Context: an optimization exercise on an open-source flow, tuned for small area, a short achievable clock period and few clock cycles per item. The choices shown serve that exercise and are no tape-out recipe.

run a:
==> flow/design.v <==
`default_nettype none
package dds_pkg;
	localparam int unsigned RAD_W  = 64;
	localparam int unsigned ROOT_W = 32;
endpackage
`default_nettype wire
`default_nettype none
module dds_square (
	input  wire logic [30:0] rem,     
	input  wire logic [29:0] q,       
	input  wire logic [3:0]  bits,    
	output logic      [1:0]  digit,
	output logic      [30:0] rem_n    
);
	logic [35:0] r4;
	logic [35:0] t1;
	logic [35:0] t2;
	logic [35:0] t3;
	logic [35:0] a3;
	logic [35:0] b3;
	logic [35:0] s3;
	logic [35:0] c3;
	logic [36:0] t3w;
	assign r4 = {1'b0, rem, bits};
	assign t1 = r4 - {3'b000, q, 3'b001};
	assign t2 = r4 - {2'b00, q, 4'b0100};
	assign a3 = ~{2'b00, q, 4'b1000};
	assign b3 = ~{3'b000, q, 3'b001};
	assign s3 = r4 ^ a3 ^ b3;
	assign c3 = {(r4[34:0] & a3[34:0]) | (r4[34:0] & b3[34:0]) | (a3[34:0] & b3[34:0]), 1'b1};
	assign t3w = {s3, 1'b1} + {c3, 1'b1};
	assign t3 = t3w[36:1];
	always_comb begin
		if (!t3[35]) begin
			digit = 2'd3;
			rem_n = t3[30:0];
		end else if (!t2[35]) begin
			digit = 2'd2;
			rem_n = t2[30:0];
		end else if (!t1[35]) begin
			digit = 2'd1;
			rem_n = t1[30:0];
		end else begin
			digit = 2'd0;
			rem_n = r4[30:0];
		end
	end
endmodule
`default_nettype wire
`default_nettype none
module decimal_digit_square_root (
	input  wire logic                    clk,
	input  wire logic                    arst_n,
	input  wire logic                    start,
	output logic                         busy,
	input  wire logic signed [dds_pkg::RAD_W-1:0] radicand,
	output logic                         done,
	output logic [dds_pkg::ROOT_W-1:0]   root,
	output logic                         negative_input
);
	logic        busy_q;
	logic        done_q;
	logic        neg_q;
	logic [59:0] x_q;       
	logic [30:0] rem_q;     
	logic [31:0] q_q;       
	logic [3:0]  cnt_q;     
	logic        hz;
	logic [1:0]  d_hi;
	logic [1:0]  r_hi;
	logic [1:0]  d_lo;
	logic [2:0]  r_lo;
	logic [1:0]  digit;
	logic [30:0] rem_n;
	assign hz = (radicand[63:32] == 32'd0);
	always_comb begin
		if (radicand[62])            d_hi = 2'd2;
		else if (radicand[61:60] != 2'd0) d_hi = 2'd1;
		else                         d_hi = 2'd0;
		if (radicand[31:28] >= 4'd9)      d_lo = 2'd3;
		else if (radicand[31:28] >= 4'd4) d_lo = 2'd2;
		else if (radicand[31:28] >= 4'd1) d_lo = 2'd1;
		else                              d_lo = 2'd0;
	end
	assign r_hi = 2'({1'b0, radicand[62:60]} - 4'(d_hi * d_hi));
	assign r_lo = 3'(radicand[31:28] - 4'(d_lo * d_lo));
	dds_square u_step (
		.rem   (rem_q),
		.q     (q_q[29:0]),
		.bits  (x_q[59:56]),
		.digit (digit),
		.rem_n (rem_n)
	);
	always_ff @(posedge clk or negedge arst_n) begin
		if (!arst_n) begin
			busy_q <= 1'b0;
			done_q <= 1'b0;
		end else begin
			done_q <= 1'b0;
			if (!busy_q) begin
				if (start) begin
					if (radicand[63]) begin
						done_q <= 1'b1;
					end else begin
						busy_q <= 1'b1;
					end
				end
			end else if (cnt_q == 4'd0) begin
				busy_q <= 1'b0;
				done_q <= 1'b1;
			end
		end
	end
	always_ff @(posedge clk) begin
		if (!busy_q) begin
			x_q[59:32] <= hz ? radicand[27:0] : radicand[59:32];
			x_q[31:0]  <= radicand[31:0];
			neg_q      <= radicand[63];
			rem_q      <= {28'd0, hz ? r_lo : {1'b0, r_hi}};
			q_q        <= {30'd0, radicand[63] ? 2'd0 : (hz ? d_lo : d_hi)};
			cnt_q      <= hz ? 4'd6 : 4'd14;
		end else begin
			x_q[59:4]  <= x_q[55:0];
			x_q[3:0]   <= radicand[3:0];
			rem_q      <= rem_n;
			q_q        <= {q_q[29:0], digit};
			cnt_q      <= cnt_q - 4'd1;
		end
	end
	assign busy           = busy_q;
	assign done           = done_q;
	assign root           = q_q;
	assign negative_input = neg_q;
endmodule
`default_nettype wire
clock: 10.0 ns
lec_check: 0
cap_margin: 20
core_margin: 2
core_utilization: 40
cts_buf_list: sky130_fd_sc_hd__clkbuf_4 sky130_fd_sc_hd__clkbuf_8
place_density: 0.6
slew_margin: 20
standard.sh (not shown) runs the stock make flow with config.mk's settings and CLKGATE_MAP_FILE= SYNTH_SCRIPT=/design/flow/synth_recipe.tcl, a recipe that flattens the netlist after the stock synthesis.
==> flow/flow/run.sh <==
#!/bin/bash
set -euo pipefail
bash standard.sh finish SETUP_SLACK_MARGIN=6.7 \
	"BUFFER_PORTS_ARGS=-buffer_cell sky130_fd_sc_hd__buf_1" > standard.log 2>&1
--- input diff run a..run b ---
-- flow/flow/run.sh --
<<< run a, line 3
bash standard.sh finish SETUP_SLACK_MARGIN=6.7 \
>>> run b, line 3
bash standard.sh finish SETUP_SLACK_MARGIN=6.5 \
-- flow/config.mk --
<<< run a, line 8
>>> run b, line 8
export ABC_AREA = 1
==> comparison <==
Looking at final instance count without filler cells, run b sits about 35% higher than run a does.
Number of nets in the layout grows by more than a quarter when moving from run a to run b.
On worst stage delay on the critical path, the lower figure sits with run a, not run b.
Function was not checked in any run of this note: the RTL went through the layout flow alone.

## afterwards: timing with drivers on the ports
The results above use ideal ports. As a check the final layouts listed here were re-extracted and re-timed, cells and wires unchanged. Step 1 (the two cells are an assumption about what drives the block):
set clk [get_ports {clk}]
set_driving_cell -lib_cell sky130_fd_sc_hd__clkbuf_16 $clk
set_driving_cell -lib_cell sky130_fd_sc_hd__buf_2 [delete_from_list [all_inputs] $clk]
Step 2 also shifts input and output timing later by t, the mid clock arrival at the registers, as if the neighbouring blocks saw the same clock. a / b / c = ideal ports / drivers / drivers and shift; a / b = the first two.
run	t, ns	setup slack, ns	worst register clock-pin slew, ns	worst data-port slew with drivers (ns)
run a	0.528	6.386 / 6.386 / 6.233	0.11 / 0.11	0.05
run b	0.510	6.638 / 6.638 / 6.268	0.10 / 0.10	0.04
After both steps every run listed still meets setup and hold. For run b, which loses most, drivers alone change the setup slack by 0.000 ns; drivers and shift together by -0.370 ns.
